This design comes from an exercise in tuning for small area and a short achievable clock period on the open sky130 flow, not from production work.
The RTL was checked by simulation tests, not by an equivalence proof against the original design.

==> flow/design.v, too long to show whole: its modules and the start of the top module <==
// module pressure_count_linearizer: 1465 lines
module pressure_count_linearizer (
    input  logic                  clk,
    input  logic                  rst_n,
    input  logic                  cfg_we,
    input  logic [pcl_pkg::CFG_IDX_W-1:0]  cfg_index,
    input  logic [pcl_pkg::CFG_DATA_W-1:0] cfg_data,
    input  logic                  start,
    output logic                  busy,
    input  logic [pcl_pkg::COUNT_W-1:0]    factory_count,
    input  logic [pcl_pkg::COUNT_W-1:0]    raw_count,
    output logic                  done,
    output logic [pcl_pkg::OUT_W-1:0]      pressure_utorr,
    output logic [pcl_pkg::RANGE_W-1:0]    display_range
);
  // ...
==> flow/flow/run.sh <==
#!/bin/bash
# Standard layout, with one netlist step between synthesis and floorplan:
# polfix.py picks the polarity of each full adder so that fewer inverters are
# needed (a full adder with all inputs inverted gives both outputs inverted).
# Registers, their names and cell types are those of the standard synthesis.
set -e
cd "$(dirname "$0")/.."
bash standard.sh synth > synth.log 2>&1
R=orfs/results/sky130hd/pressure_count_linearizer/base
cp $R/1_2_yosys.v 1_2_yosys.standard.v
python3 flow/polfix.py 1_2_yosys.standard.v $R/1_2_yosys.v > polfix.log 2>&1
touch $R/1_2_yosys.v
bash standard.sh SETUP_SLACK_MARGIN=8 finish > layout.log 2>&1
==> flow/flow/polfix.py <==
#!/usr/bin/env python3
"""Remove inverters around full adders in a flat Yosys netlist.

A full adder is self-dual: FA(~a,~b,~c) = (~sum, ~cout). So each full adder
may be used in either polarity, and an inverter is only needed where a
signal reaches a pin in the other polarity. This script removes the
inverters between cells, picks a polarity for every full adder by simulated
annealing to need as few inverters as possible, and puts back one inverter
per net that some pin needs inverted. Registers and other cells are kept as
they are.  usage: polfix.py IN.v OUT.v"""
import re, sys, random, math
from collections import defaultdict

src = open(sys.argv[1]).read()
src = re.sub(r'\(\*.*?\*\)', '', src)
src = re.sub(r'/\*.*?\*/', '', src, flags=re.S)
mod = re.search(r'module\s+(\S+)\s*\((.*?)\);(.*)endmodule', src, re.S)
top, portlist, body = mod.group(1), mod.group(2), mod.group(3)

decls, assigns, order = [], [], []
cells = {}
ports = set()
inst_re = re.compile(r'^(\S+)\s+(\S+)\s*\((.*)\)$', re.S)
for s in (x.strip() for x in body.split(';')):
    if not s:
        continue
    if s.startswith(('input', 'output', 'inout', 'wire', 'reg')):
        decls.append(s)
        if s.startswith(('input', 'output', 'inout')):
            for n in re.sub(r'\[.*?\]', '', s.split(None, 1)[1]).replace(',', ' ').split():
                ports.add(n)
        continue
    if s.startswith('assign'):
        assigns.append(s)
        continue
    m = inst_re.match(s)
    if not m:
        raise SystemExit('polfix: cannot parse: ' + s[:200])
    typ, name, conns = m.groups()
    pins = {}
    for pm in re.finditer(r'\.(\w+)\s*\(\s*(.*?)\s*\)\s*(?:,|$)', conns.strip(), re.S):
        pins[pm.group(1)] = pm.group(2)
    cells[name] = [typ, pins]
    order.append(name)

fixed = set()
for a in assigns:
    for tok in re.findall(r"[\\\w$.]+(?:\s*\[\d+\])?", a):
        fixed.add(tok.replace(' ', ''))
def isfixed(n):
    b = re.sub(r'\s*\[\d+\]$', '', n)
    return n in fixed or n in ports or b in ports or n.startswith("1'")

OUTP = {'X', 'Y', 'SUM', 'COUT', 'Q', 'Q_N', 'HI', 'LO'}
INV = re.compile(r'sky130_fd_sc_hd__(inv|clkinv)_\d+$')
FA = re.compile(r'sky130_fd_sc_hd__fa_\d+$')

drv = {}
for nm, (typ, pins) in cells.items():
    for p, n in pins.items():
        if p in OUTP:
            drv[n] = nm

# inverters whose output is not a port or an assign operand can go
removable = [c for c in order if INV.match(cells[c][0]) and not isfixed(cells[c][1]['Y'])]
def resolve(n):
    par = 0
    seen = 0
    while n in drv and drv[n] in rm_set and seen < 100:
        n = cells[drv[n]][1]['A']
        par ^= 1
        seen += 1
    return n, par
rm_set = set(removable)

# requirements: for every input pin of a kept cell, (net, parity)
req = {}
for nm in order:
    if nm in rm_set:
        continue
    typ, pins = cells[nm]
    for p, n in pins.items():
        if p in OUTP:
            continue
        req[(nm, p)] = resolve(n)
ninv0 = sum(1 for c in order if INV.match(cells[c][0]))

# cells whose output polarity can be swapped for a sibling cell type, with
# the area change in units of an inverter (3.75 um2)
SWAP = {
    'xor2_1': ('xnor2_1', 'X', 'Y', 0.0), 'xnor2_1': ('xor2_1', 'Y', 'X', 0.0),
    'nand2_1': ('and2_1', 'Y', 'X', 0.67), 'and2_1': ('nand2_1', 'X', 'Y', -0.67),
    'nor2_1': ('or2_1', 'Y', 'X', 0.67), 'or2_1': ('nor2_1', 'X', 'Y', -0.67),
    'a22oi_1': ('a22o_1', 'Y', 'X', 0.34), 'a22o_1': ('a22oi_1', 'X', 'Y', -0.34),
    'a21oi_1': ('a21o_1', 'Y', 'X', 0.67), 'a21o_1': ('a21oi_1', 'X', 'Y', -0.67),
    'o21ai_0': ('o21a_1', 'Y', 'X', 0.67), 'o21a_1': ('o21ai_0', 'X', 'Y', -0.67),
    'nand3_1': ('and3_1', 'Y', 'X', 0.34), 'and3_1': ('nand3_1', 'X', 'Y', -0.34),
    'nor3_1': ('or3_1', 'Y', 'X', 0.34), 'or3_1': ('nor3_1', 'X', 'Y', -0.34),
}
def swappable(c):
    t = cells[c][0]
    return t.startswith('sky130_fd_sc_hd__') and t[17:] in SWAP
fas = [c for c in order if FA.match(cells[c][0])]
gs = [c for c in order if c not in rm_set and swappable(c)]
gcost = {}
for c in gs:
    gcost[c] = SWAP[cells[c][0][17:]][3]
isfa = set(fas)
fas = fas + gs
fidx = {c: i for i, c in enumerate(fas)}
# terms: (a, b, p) with a, b FA indices or -1; inverter needed iff p ^ s[a] ^ s[b]
# group loads by (net, parity) since one inverter per net serves all its loads
terms = []
for (nm, p), (n, par) in req.items():
    a = fidx.get(drv.get(n), -1)
    b = fidx.get(nm, -1) if (p in ('A', 'B', 'CIN') and nm in isfa) else -1
    terms.append((a, b, par))
nf = len(fas)
inc = defaultdict(list)
for t, (a, b, p) in enumerate(terms):
    if a >= 0: inc[a].append(t)
    if b >= 0 and b != a: inc[b].append(t)
s = [0] * nf
def tcost(t):
    a, b, p = terms[t]
    return p ^ (s[a] if a >= 0 else 0) ^ (s[b] if b >= 0 else 0)
vcost = [gcost.get(c, 0.0) for c in fas]
def delta(i):
    d = vcost[i] * (1 - 2 * s[i])
    for t in inc[i]:
        d += 1 - 2 * tcost(t)
    return d
cost = sum(tcost(t) for t in range(len(terms))) + sum(vcost[i] * s[i] for i in range(nf))
best = cost; bests = s[:]
random.seed(1)
T = 2.0
iters = 400 * max(nf, 1)
for it in range(iters):
    T = 2.0 * (1 - it / iters) + 0.01
    i = random.randrange(nf) if nf else 0
    if not nf:
        break
    d = delta(i)
    if d <= 0 or random.random() < math.exp(-d / T):
        s[i] ^= 1
        cost += d
        if cost < best:
            best = cost; bests = s[:]
s = bests
# greedy clean-up
improved = True
while improved:
    improved = False
    for i in range(nf):
        if delta(i) < -1e-9:
            s[i] ^= 1; improved = True

# rebuild
for c in removable:
    order.remove(c)
    del cells[c]
flipped = {fas[i] for i in range(nf) if s[i]}
for c in flipped:
    if c in isfa:
        continue
    t = cells[c][0][17:]
    nt, op, np_, _ = SWAP[t]
    pins = cells[c][1]
    pins[np_] = pins.pop(op)
    cells[c][0] = 'sky130_fd_sc_hd__' + nt
invnet = {}
newwires = []
cnt = [0]
def inv_for(n):
    if n not in invnet:
        cnt[0] += 1
        y = f'_pf{cnt[0]}_'
        nm = f'_pfi{cnt[0]}_'
        cells[nm] = ['sky130_fd_sc_hd__inv_1', {'A': n, 'Y': y}]
        order.append(nm)
        newwires.append(y)
        invnet[n] = y
    return invnet[n]
for (nm, p), (n, par) in req.items():
    if nm not in cells:
        continue
    if n in drv and drv[n] in flipped:
        par ^= 1
    if nm in flipped and nm in isfa and p in ('A', 'B', 'CIN'):
        par ^= 1
    cells[nm][1][p] = inv_for(n) if par else n
ninv1 = sum(1 for c in order if INV.match(cells[c][0]))

def esc(n):
    return n + ' ' if n.startswith('\\') else n
out = [f'module {top}({portlist});']
for d in decls:
    out.append(f'  {d} ;')
for w in newwires:
    out.append(f'  wire {w};')
for a in assigns:
    out.append(f'  {a} ;')
for nm in order:
    typ, pins = cells[nm]
    out.append(f'  {typ} {nm} (' + ', '.join(f'.{p}({esc(n)})' for p, n in pins.items()) + ');')
out.append('endmodule')
open(sys.argv[2], 'w').write('\n'.join(out) + '\n')
print(f'polfix: {len(isfa)} full adders, {len(gs)} swappable gates, {len(flipped)} flipped, inverters {ninv0} -> {ninv1}', file=sys.stderr)
==> flow/standard.sh <==
#!/bin/bash
# synth_recipe.tcl (not shown) runs the flow's synth.tcl, then flattens the netlist and writes it again
# the make line also repeats each setting of config.mk as NAME=value (left out here)
make -C /OpenROAD-flow-scripts/flow DESIGN_CONFIG=/design/flow/config.mk WORK_HOME=/design/flow/orfs CLKGATE_MAP_FILE= SYNTH_SCRIPT=/design/flow/synth_recipe.tcl "${@:-finish}"
==> flow/config.mk <==
export PLATFORM = sky130hd
export DESIGN_NAME = pressure_count_linearizer
export DESIGN_NICKNAME = pressure_count_linearizer
export VERILOG_FILES = /design/flow/design.v
export SDC_FILE = /design/flow/constraint.sdc
export NUM_CORES = 4
export LEC_CHECK = 0
export CAP_MARGIN = 20
export CORE_MARGIN = 2
export CORE_UTILIZATION = 40
export SLEW_MARGIN = 20
==> flow/constraint.sdc <==
create_clock -name core_clock -period 12.0 [get_ports {clk}]
set_input_delay 2.4000 -clock core_clock [delete_from_list [all_inputs] [get_ports {clk}]]
set_output_delay 2.4000 -clock core_clock [all_outputs]
set_load 0.01 [all_outputs]
==> run_results.csv, run 1 <==
group,metric,value,unit
sta,postLayoutSetupSlackWorst,7.95,ns
cells_and_area,nFlopsAndLatches,323,
worst_setup_path,worst_ep_required_time,12.46,ns
route,antenna_violating_nets_post_route,0,
worst_setup_path,timing.critical_path.from,"s1_v[14]$_DFF_P_",
cells_and_area,n_all_inverters,67,
sta,final_hold_viol_count,0,
global_routing,grt_start_max_net_pins,60,
cells_and_area,final_common_cell,"sky130_fd_sc_hd__fa_1",
sta,setup_viol_count_final,0,
synthesis,synth.avg_cell_area,9.89,um2
placement,placed_area,25300,um2
sta,fin_tns_setup,0,ns
cells_and_area,layout.buffer.nonclock.area_share,4.42,%
sta,fin_crit,4.05,ns
cells_and_area,clock_area_share,5.14,%
cells_and_area,commonest_non_fill_non_tap_cells_in_the_layout,"sky130_fd_sc_hd__fa_1 (288), sky130_fd_sc_hd__dfxtp_1 (276), sky130_fd_sc_hd__a22oi_1 (193)",
clock_tree,post_cts_buffers,1,
sta,finalHoldWorstSlack,0.352,ns
global_routing,grt.met1_usage,32.4,%
worst_setup_path,critPathLaunchType,"flip-flop",
worst_setup_path,worst_r2r_endpoint,"s2_kb[36]$_DFF_P_",
worst_hold_path,holdCritStartpoint,"s3_valid$_DFF_PN0_",
run_status,result_of_the_run,"timing/DRC/antenna clean",
==> run 2: changes to the inputs <==
--- a/flow/flow/run.sh
+++ b/flow/flow/run.sh
@@ -10,4 +10,4 @@
 cp $R/1_2_yosys.v 1_2_yosys.standard.v
 python3 flow/polfix.py 1_2_yosys.standard.v $R/1_2_yosys.v > polfix.log 2>&1
 touch $R/1_2_yosys.v
-bash standard.sh SETUP_SLACK_MARGIN=8 finish > layout.log 2>&1
+bash standard.sh SETUP_SLACK_MARGIN=8.3 finish > layout.log 2>&1
==> run_results.csv, run 2 <==
group,metric,value,unit
synthesis,synth.avg_cell_area,9.89,um2
worst_setup_path,worst-endpoint-arrival,4.16,ns
run_status,result_of_the_run,"timing/DRC/antenna clean",
die,die_h,249,um
die,area_enclosed_by_the_die_boundary,62100,um2
sta,fin_crit,3.70,ns
sta,clock.fmax,270,MHz
sta,setup_viol_count_final,0,
route,vias,18834,
global_routing,track_usage,23.8,%
sta,worst-slew-pin-transition,1.02,ns
sta,finalCritPeriodShare,30.9,%
route,routedWlPerCell,23.1,um
clock_tree,cts_hold_buf,0,
clock_tree,clkLatencyLatePin,0.59,ns
die,rows,89,
worst_hold_path,hold_class,"flip-flop to flip-flop",
worst_setup_path,worst_ep_required_time,12.46,ns
cells_and_area,multi_input_comb_area,16600,um2
clock_tree,tritoncts_num_sinks,323,
worst_setup_path,timing.critical_path.fanout_max,13,
clock_tree,cts_buffers,40,
clock_tree,clockRootBuffer,"sky130_fd_sc_hd__clkbuf_16",
die,core-area,59200,um2
worst_setup_path,critPathLaunchType,"flip-flop",
cells_and_area,fill_cells,5633,
synthesis,post_synth_instance_area,24000,um2
sta,slew_viol_final,0,
placement,gp_congestion,0.991,
cells_and_area,register_cell_area_after_layout,6660,um2
synthesis,post_synthesis_cells,2432,
cells_and_area,final_common_cell,"sky130_fd_sc_hd__fa_1",
die,io-pin-count,90,
route,drt_wl_total,74700,um
clock_tree,clock_tree.htree_level_count,2,
cells_and_area,post_route_cells_drive_above_1_share,8.91,%
route,drt_pre_antenna_iters,6,
run,max_cap_viol_count,0,
sta,skew,0.0328,ns
placement,place.detailed.hpwl,55400,um
clock_tree,cts_max_path_buffers,3,
cells_and_area,commonest_non_fill_non_tap_cells_in_the_layout,"sky130_fd_sc_hd__fa_1 (288), sky130_fd_sc_hd__dfxtp_1 (273), sky130_fd_sc_hd__a22oi_1 (193)",
cells_and_area,antenna_cells_inserted,0,
route,antenna_violating_nets_post_route,0,
sta,grt_setup_unrepaired,"true",
cells_and_area,nets,2860,
synthesis,synth_warnings,1,
cells_and_area,largest-register,"s2_ka",
global_routing,grt_pass1_vias,19329,
global_routing,grt_start_max_net_pins,41,
global_routing,grt_first_pass_wirelength,116000,um
die,die_width,249,um
cells_and_area,syn_to_final_growth,13.2,%
worst_setup_path,critPathCaptureType,"flip-flop",
clock_tree,cts_tree,"yes",
route,drt_iter0_drc,1828,
synthesis,synth_fp_nets,2863,
sta,finalHoldWorstSlack,0.353,ns
cells_and_area,largest_register_ff_count,43,
route,route.detailed.drc,0,
die,floorplan.initialDensity,40.6,%
placement,buffer_ports.inserted,88,
worst_setup_path,worstSetupPathType,"flip-flop to flip-flop",
cells_and_area,largestRegisters,"s2_ka x43, s3_a x42, s3_b x42",
global_routing,grt.overflow.total,0,
route,vias_per_cell,5.83,
sta,max_slew_headroom,31.8,%
global_routing,grt_antenna_before_repair,2,
clock_tree,path_clk_slew,0.06,ns
sta,final_hold_viol_count,0,
sta,fin_tns_setup,0,ns
[run 2: cell count changes in the layout (fill, tap and decap cells not counted), moves of 4 or more]
cell                              delta
sky130_fd_sc_hd__dlygate4sd2_1      +37
sky130_fd_sc_hd__clkdlybuf4s50_1    -43
sky130_fd_sc_hd__dlymetal6s2s_1      +6
sky130_fd_sc_hd__o21ai_1             +4
sky130_fd_sc_hd__o21ai_0             -4
sky130_fd_sc_hd__buf_4              +11
[run 2: critical path, stage by stage (launching register included)]
cell and delay (ns):
sky130_fd_sc_hd__dfxtp_4 0.40, sky130_fd_sc_hd__buf_12 0.16, sky130_fd_sc_hd__nor2_1 0.06, sky130_fd_sc_hd__a311o_1 0.33, sky130_fd_sc_hd__a311oi_2 0.37, sky130_fd_sc_hd__mux2_4 0.24
sky130_fd_sc_hd__nor2_2 0.05, sky130_fd_sc_hd__buf_4 0.19, sky130_fd_sc_hd__a211oi_1 0.67, sky130_fd_sc_hd__nor4bb_1 0.52, sky130_fd_sc_hd__inv_1 0.12, sky130_fd_sc_hd__fa_1 0.48
[run 2: cell type report]
cell class / instances / share of cell area, %
tap: 773 / 3.55
inverter: 67 / 0.979
clock inverter: 19 / 0.938
multi-input combinational: 1861 / 61.1
timing repair buffer: 136 / 4.80
clock buffer: 53 / 4.15
sequential: 323 / 24.5
[run 2: metal layers]
layer / routed length (um) / track usage, % / vias up
li1: - / - / 8415
met1: 32000 / 32.7 / 9251
met2: 33100 / 36.9 / 972
met3: 6370 / 4.67 / 192
met4: 3130 / 9.78 / 4
met5: 22 / 0 / -
[run 2: worst paths after layout]
| path | from | cells after the start | slack (ns) | end |
|---|---|---|---|---|
| max in group asynchronous | rst_n | 1 | 9.65 | we_m$_DFF_PN0_ |
| setup reg to reg | s1_v[13]$_DFF_P_ | 11 | 8.30 | s2_kb[30]$_DFF_P_ |
| hold reg to reg | s3_valid$_DFF_PN0_ | 0 | 0.35 | done_r$_DFF_PN0_ |
| hold / removal | s3_valid$_DFF_PN0_ | 0 | 0.35 | done_r$_DFF_PN0_ |
| min in group asynchronous | rst_n | 1 | 1.87 | s1_valid$_DFF_PN0_ |
| setup / recovery | s1_v[13]$_DFF_P_ | 11 | 8.30 | s2_kb[30]$_DFF_P_ |
[run 2: repair_timing]
action	in CTS	in global routing
resized for setup	66	43
pin swaps	6	9
setup buffers	15	9
gates cloned	2	1
endpoints found under the setup margin	144	64
[run 2: through the flow]
stage	setup slack, ns	util, %	area (um2)	instances
2_1_floorplan	8.34	-	24000	2432
3_3_place_gp	7.56	42.8	25300	3133
3_5_place_dp	7.58	42.8	25300	3133
4_1_cts	8.30	45.5	27000	3222
5_1_grt	8.21	45.9	27200	3232
6_report	8.30	45.9	27200	3232
==> run 3: changes to the inputs <==
--- a/flow/flow/run.sh
+++ b/flow/flow/run.sh
@@ -10,4 +10,4 @@
 cp $R/1_2_yosys.v 1_2_yosys.standard.v
 python3 flow/polfix.py 1_2_yosys.standard.v $R/1_2_yosys.v > polfix.log 2>&1
 touch $R/1_2_yosys.v
-bash standard.sh SETUP_SLACK_MARGIN=8.3 finish > layout.log 2>&1
+bash standard.sh SETUP_SLACK_MARGIN=8.8 finish > layout.log 2>&1
==> run_results.csv, run 3 <==
group,metric,value,unit
sta,slew_viol_final,0,
sta,setup_viol_count_final,0,
clock_tree,cts_tree,"yes",
global_routing,grt_pass1_vias,19721,
worst_setup_path,worstSetupPathType,"flip-flop to flip-flop",
worst_setup_path,critPathLaunchType,"flip-flop",
route,vias,19720,
worst_setup_path,reg2reg_from,"s1_v[13]$_DFF_P_",
cells_and_area,nets,2975,
worst_hold_path,hold_class,"flip-flop to flip-flop",
sta,final_hold_viol_count,0,
cells_and_area,syn_to_final_growth,23.2,%
route,vias_per_cell,5.89,
clock_tree,cts_buffers,39,
cells_and_area,final_common_cell,"sky130_fd_sc_hd__fa_1",
worst_setup_path,timing.critical_path.from,"s1_v[13]$_DFF_P_",
cells_and_area,multi_input_comb_area,17700,um2
sta,grt_setup_unrepaired,"true",
sta,max_slew_headroom,36.5,%
synthesis,synth_fp_nets,2863,
clock_tree,cts_max_path_buffers,3,
synthesis,post_synth_instance_area,24000,um2
cells_and_area,commonest_non_fill_non_tap_cells_in_the_layout,"sky130_fd_sc_hd__fa_1 (269), sky130_fd_sc_hd__dfxtp_1 (226), sky130_fd_sc_hd__a22oi_1 (184)",
die,rows,89,
route,drt_iter0_drc,1844,
die,floorplan.initialDensity,40.6,%
sta,clock.fmax,280,MHz
worst_setup_path,timing.critical_path.fanout_max,6,
cells_and_area,antenna_cells_inserted,0,
placement,buffer_ports.inserted,88,
route,route.detailed.drc,0,
cells_and_area,fill_cells,5358,
sta,fin_crit,3.57,ns
clock_tree,clkLatencyLatePin,0.59,ns
global_routing,grt_antenna_before_repair,1,
cells_and_area,post_route_cells_drive_above_1_share,23.2,%
route,drt_pre_antenna_iters,6,
cells_and_area,final_core_density,50.0,%
worst_setup_path,critPathCaptureType,"flip-flop",
worst_setup_path,worst_ep_required_time,12.53,ns
run_status,result_of_the_run,"timing/DRC/antenna clean",
die,area_enclosed_by_the_die_boundary,62100,um2
route,antenna_violating_nets_post_route,0,
sta,finalCritPeriodShare,29.8,%
cells_and_area,largest-register,"s2_ka",
global_routing,grt_first_pass_wirelength,118000,um
placement,gp_congestion,0.969,
sta,worst-slew-pin-transition,0.946,ns
run,max_cap_viol_count,0,
die,die_h,249,um
global_routing,track_usage,24.4,%
clock_tree,clockRootBuffer,"sky130_fd_sc_hd__clkbuf_16",
worst_hold_path,holdCritStartpoint,"s2_valid$_DFF_PN0_",
placement,place.detailed.hpwl,55500,um
route,routedWlPerCell,24.0,um
die,core-area,59200,um2
sta,skew,0.0265,ns
synthesis,synth_warnings,1,
die,die_width,249,um
worst_setup_path,worst-endpoint-arrival,4.11,ns
clock_tree,cts_hold_buf,0,
global_routing,grt_start_max_net_pins,41,
clock_tree,tritoncts_num_sinks,323,
die,io-pin-count,90,
synthesis,synth.avg_cell_area,9.89,um2
synthesis,post_synthesis_cells,2432,
clock_tree,clock_tree.htree_level_count,2,
clock_tree,path_clk_slew,0.06,ns
cells_and_area,largest_register_ff_count,43,
global_routing,grt.overflow.total,0,
route,drt_wl_total,80400,um
sta,fin_tns_setup,0,ns
cells_and_area,register_cell_area_after_layout,6760,um2
cells_and_area,largestRegisters,"s2_ka x43, s3_a x42, s3_b x42",
==> run 3: through the flow <==
step / cell area (um2) / setup slack, ns / hold slack [ns] / std cells
after detailed placement: 25400 / 7.41 / 0.338 / 3133
final: 29600 / 8.43 / 0.349 / 3346
after CTS: 28000 / 8.49 / 0.352 / 3277
after floorplan: 24100 / 8.49 / 0.331 / 2432
after global routing: 29600 / 8.40 / 0.357 / 3346
after global placement: 25400 / 7.29 / 0.332 / 3133
==> run 3: final cells by class <==
cell class,count,area share (%)
clock buffer,48,3.68
clock inverter,22,0.807
inverter,67,0.913
multi-input combinational,1861,59.9
sequential,323,22.8
tap,773,3.27
timing repair buffer,252,8.61
==> run 3: path summary, 6_finish.rpt <==
path | end | slack [ns] | cells after the start
max | s2_kb[31]$_DFF_P_ | 8.43 | 12
min | s3_valid$_DFF_PN0_ | 0.35 | 0
max reg2reg | s2_kb[31]$_DFF_P_ | 8.43 | 12
min reg2reg | s3_valid$_DFF_PN0_ | 0.35 | 0
max in group asynchronous | ot_r[3]$_DFFE_PN0P_ | 9.69 | 1
min in group asynchronous | ot_r[10]$_DFFE_PN0P_ | 1.86 | 1
==> run 3: critical path: stages (launching register included) <==
cell and delay (ns):
sky130_fd_sc_hd__dfxtp_4 0.35, sky130_fd_sc_hd__buf_12 0.13, sky130_fd_sc_hd__a311o_1 0.37, sky130_fd_sc_hd__a311oi_2 0.39, sky130_fd_sc_hd__buf_4 0.18, sky130_fd_sc_hd__mux2_4 0.20, sky130_fd_sc_hd__nor2_4 0.08, sky130_fd_sc_hd__buf_4 0.15
sky130_fd_sc_hd__o31ai_4 0.26, sky130_fd_sc_hd__and2b_2 0.22, sky130_fd_sc_hd__nand3_2 0.09, sky130_fd_sc_hd__or4_4 0.57, sky130_fd_sc_hd__fa_2 0.53
==> run 3: timing repair <==
| item | CTS | global route |
|---|---|---|
| endpoints found under the hold margin | 0 | 0 |
| gates cloned | 5 | 6 |
| buffers inserted | 69 | 63 |
| endpoints found under the setup margin | 225 | 138 |
| resized for setup | 399 | 244 |
| pin swaps | 63 | 83 |
==> run 3: per-layer routing <==
layer	part of all wire (%)	up-vias	track usage, %
met1	41	9711	32.9
li1	-	8669	-
met5	0	-	0
met3	8.6	268	5.13
met2	44	1072	38.1
met4	5.8	0	9.91
==> run 4: changes to the inputs <==
--- a/flow/flow/run.sh
+++ b/flow/flow/run.sh
@@ -10,4 +10,4 @@
 cp $R/1_2_yosys.v 1_2_yosys.standard.v
 python3 flow/polfix.py 1_2_yosys.standard.v $R/1_2_yosys.v > polfix.log 2>&1
 touch $R/1_2_yosys.v
-bash standard.sh SETUP_SLACK_MARGIN=8.8 finish > layout.log 2>&1
+bash standard.sh finish > layout.log 2>&1
==> run_results.csv, run 4 <==
group,metric,value,unit
route,routedWlPerCell,23.0,um
sta,clock.fmax,217,MHz
worst_setup_path,critPathCaptureType,"flip-flop",
worst_setup_path,ff2ff_setup_slack,7.40,ns
cells_and_area,syn_to_final_growth,11.2,%
clock_tree,cts_tree,"yes",
die,core-area,59200,um2
global_routing,track_usage,23.6,%
worst_setup_path,worst_r2r_endpoint,"s2_kb[36]$_DFF_P_",
worst_setup_path,cpPeakStageDelay,0.76,ns
clock_tree,clockRootBuffer,"sky130_fd_sc_hd__clkbuf_16",
global_routing,grt_antenna_before_repair,2,
worst_setup_path,worst-endpoint-arrival,5.05,ns
placement,place.detailed.hpwl,55400,um
worst_hold_path,holdCritStartpoint,"s3_valid$_DFF_PN0_",
sta,worst-slew-pin-transition,1.13,ns
die,rows,89,
route,drt_pre_antenna_iters,8,
worst_setup_path,timing.critical_path.from,"s1_v[12]$_DFF_P_",
run_status,result_of_the_run,"timing/DRC/antenna clean",
worst_setup_path,worst_ep_required_time,12.45,ns
route,route.detailed.drc,0,
clock_tree,path_clk_slew,0.06,ns
cells_and_area,largest-register,"s2_ka",
cells_and_area,largestRegisters,"s2_ka x43, s3_a x42, s3_b x42",
worst_setup_path,crit_path_top_delay_cell,"sky130_fd_sc_hd__dfxtp_1",
route,vias_per_cell,5.81,
global_routing,grt_first_pass_wirelength,115000,um
sta,max_slew_headroom,24.7,%
clock_tree,clkLatencyLatePin,0.58,ns
die,die_width,249,um
sta,grt_setup_unrepaired,"false",
clock_tree,cts_hold_buf,0,
worst_setup_path,worstSetupPathType,"flip-flop to flip-flop",
cells_and_area,final_common_cell,"sky130_fd_sc_hd__fa_1",
synthesis,post_synth_instance_area,24000,um2
placement,buffer_ports.inserted,88,
synthesis,synth.avg_cell_area,9.89,um2
worst_setup_path,critPathLaunchType,"flip-flop",
die,die_h,249,um
sta,skew,0.0323,ns
route,vias,18637,
cells_and_area,fill_cells,5647,
worst_setup_path,reg2reg_from,"s1_v[12]$_DFF_P_",
worst_setup_path,timing.critical_path.fanout_max,20,
worst_hold_path,hold_ep,"done_r$_DFF_PN0_",
worst_setup_path,critical_path.cell_chain,"nor3b_1 > o21ai_1 > a311oi_2 > a2111o_1 > nor2_1 > nor2_1 > nand4_1 > nor2_1 > o2111ai_1 > fa_1 > fa_1",
sta,fin_crit,4.60,ns
cells_and_area,largest_register_ff_count,43,
clock_tree,cts_buffers,40,
worst_hold_path,hold_depth,0,
sta,setup_viol_count_final,0,
synthesis,post_synthesis_cells,2432,
worst_hold_path,hold_class,"flip-flop to flip-flop",
worst_setup_path,worst_path_most_repeated_cell,"sky130_fd_sc_hd__nor2_1",
cells_and_area,post_route_cells_drive_above_1_share,5.96,%
clock_tree,post_cts_buffers,0,
clock_tree,cts_max_path_buffers,3,
clock_tree,tritoncts_num_sinks,323,
clock_tree,ctsResizeCount,0,
worst_setup_path,critPathBufInv,0,
cells_and_area,antenna_cells_inserted,0,
cells_and_area,final_core_density,45.1,%
global_routing,grt_pass1_vias,19156,
worst_setup_path,crit_family,"compound AO/OA/AOI/OAI gates",
run,max_cap_viol_count,0,
route,drt_wl_total,73800,um
worst_setup_path,r2r_cells,11,
clock_tree,clock_tree.htree_level_count,2,
sta,slew_viol_final,0,
synthesis,synth_fp_nets,2863,
cells_and_area,commonest_non_fill_non_tap_cells_in_the_layout,"sky130_fd_sc_hd__fa_1 (288), sky130_fd_sc_hd__dfxtp_1 (280), sky130_fd_sc_hd__a22oi_1 (193)",
cells_and_area,nets,2833,
sta,fin_tns_setup,0,ns
sta,finalCritPeriodShare,38.3,%
global_routing,grt_start_max_net_pins,60,
sta,final_hold_viol_count,0,
synthesis,synth_warnings,1,
placement,gp_congestion,0.991,
die,area_enclosed_by_the_die_boundary,62100,um2
die,floorplan.initialDensity,40.6,%
die,io-pin-count,90,
route,drt_iter0_drc,1813,
route,antenna_violating_nets_post_route,0,
global_routing,grt.overflow.total,0,
-- run 4: cell type report --
type	count	area [um2]	area share, %
multi-input cells	1861	16500	61.5
well taps	773	967	3.62
inverters	67	251	0.941
clock inverters	19	255	0.955
clock buffers	53	1130	4.23
repair buffers	109	1030	3.87
flip-flops and latches	323	6640	24.9
-- run 4: routing by layer --
| layer | track usage [%] | share of wire [%] | wire length, um | up-vias |
|---|---|---|---|---|
| met5 | 0 | 0.030 | 22 | - |
| met4 | 9.45 | 4.1 | 3020 | 4 |
| met3 | 4.60 | 8.0 | 5910 | 175 |
| met2 | 36.6 | 44 | 32800 | 904 |
| met1 | 32.4 | 43 | 32100 | 9191 |
| li1 | - | - | - | 8363 |
-- run 4: through the flow --
stage          area [um2]  cells  hold WS [ns]  setup WS (ns)
2_1_floorplan       24000   2432         0.331           8.34
3_3_place_gp        25300   3133         0.334           7.56
3_5_place_dp        25300   3133         0.337           7.58
4_1_cts             26700   3205         0.355           7.55
5_1_grt             26700   3205         0.363           7.10
6_report            26700   3205         0.353           7.40
-- run 4: how the worst max path moves through the flow --
| stage | endpoint | slack [ns] | cells after the start |
|---|---|---|---|
| final | s2_kb[36]$_DFF_P_ | 7.40 | 11 |
| after global routing | s2_kb[36]$_DFF_P_ | 7.10 | 11 |
| after CTS | s3_c$_DFF_P_ | 7.55 | 8 |
| after detailed placement | s3_b[39]$_DFF_P_ | 7.58 | 6 |
| after global placement | s2_kb[36]$_DFF_P_ | 7.56 | 12 |
| after floorplan | s3_c$_DFF_P_ | 8.34 | 10 |

==> re-timing with driven ports <==
In the flow no input, the clock included, has a driving cell. The finished layouts below were timed again as built, in two steps. Step 1 assumes that a clkbuf_16 drives the clock port and a buf_2 every other input. Step 2 times the ports against the registers' clock, not the clock port: input delays grow and output delays shrink by t, the midpoint of the rising clock arrivals with the driver on. Three values: no drivers, after step 1, after step 2; two values: the first two.
run | t, ns | setup slack, ns | worst data-port slew with drivers (ns)
run 1 | 0.631 | 7.954 / 7.954 / 7.567 | 0.04
run 2 | 0.631 | 8.297 / 8.297 / 7.761 | 0.04
run 3 | 0.637 | 8.428 / 8.428 / 8.235 | 0.04
run 4 | 0.629 | 7.400 / 7.400 / 7.400 | 0.04
After both steps every run listed still meets setup and hold. The setup slack of run 2, which loses most, moves by 0.000 ns with the drivers and by -0.536 ns with both steps.
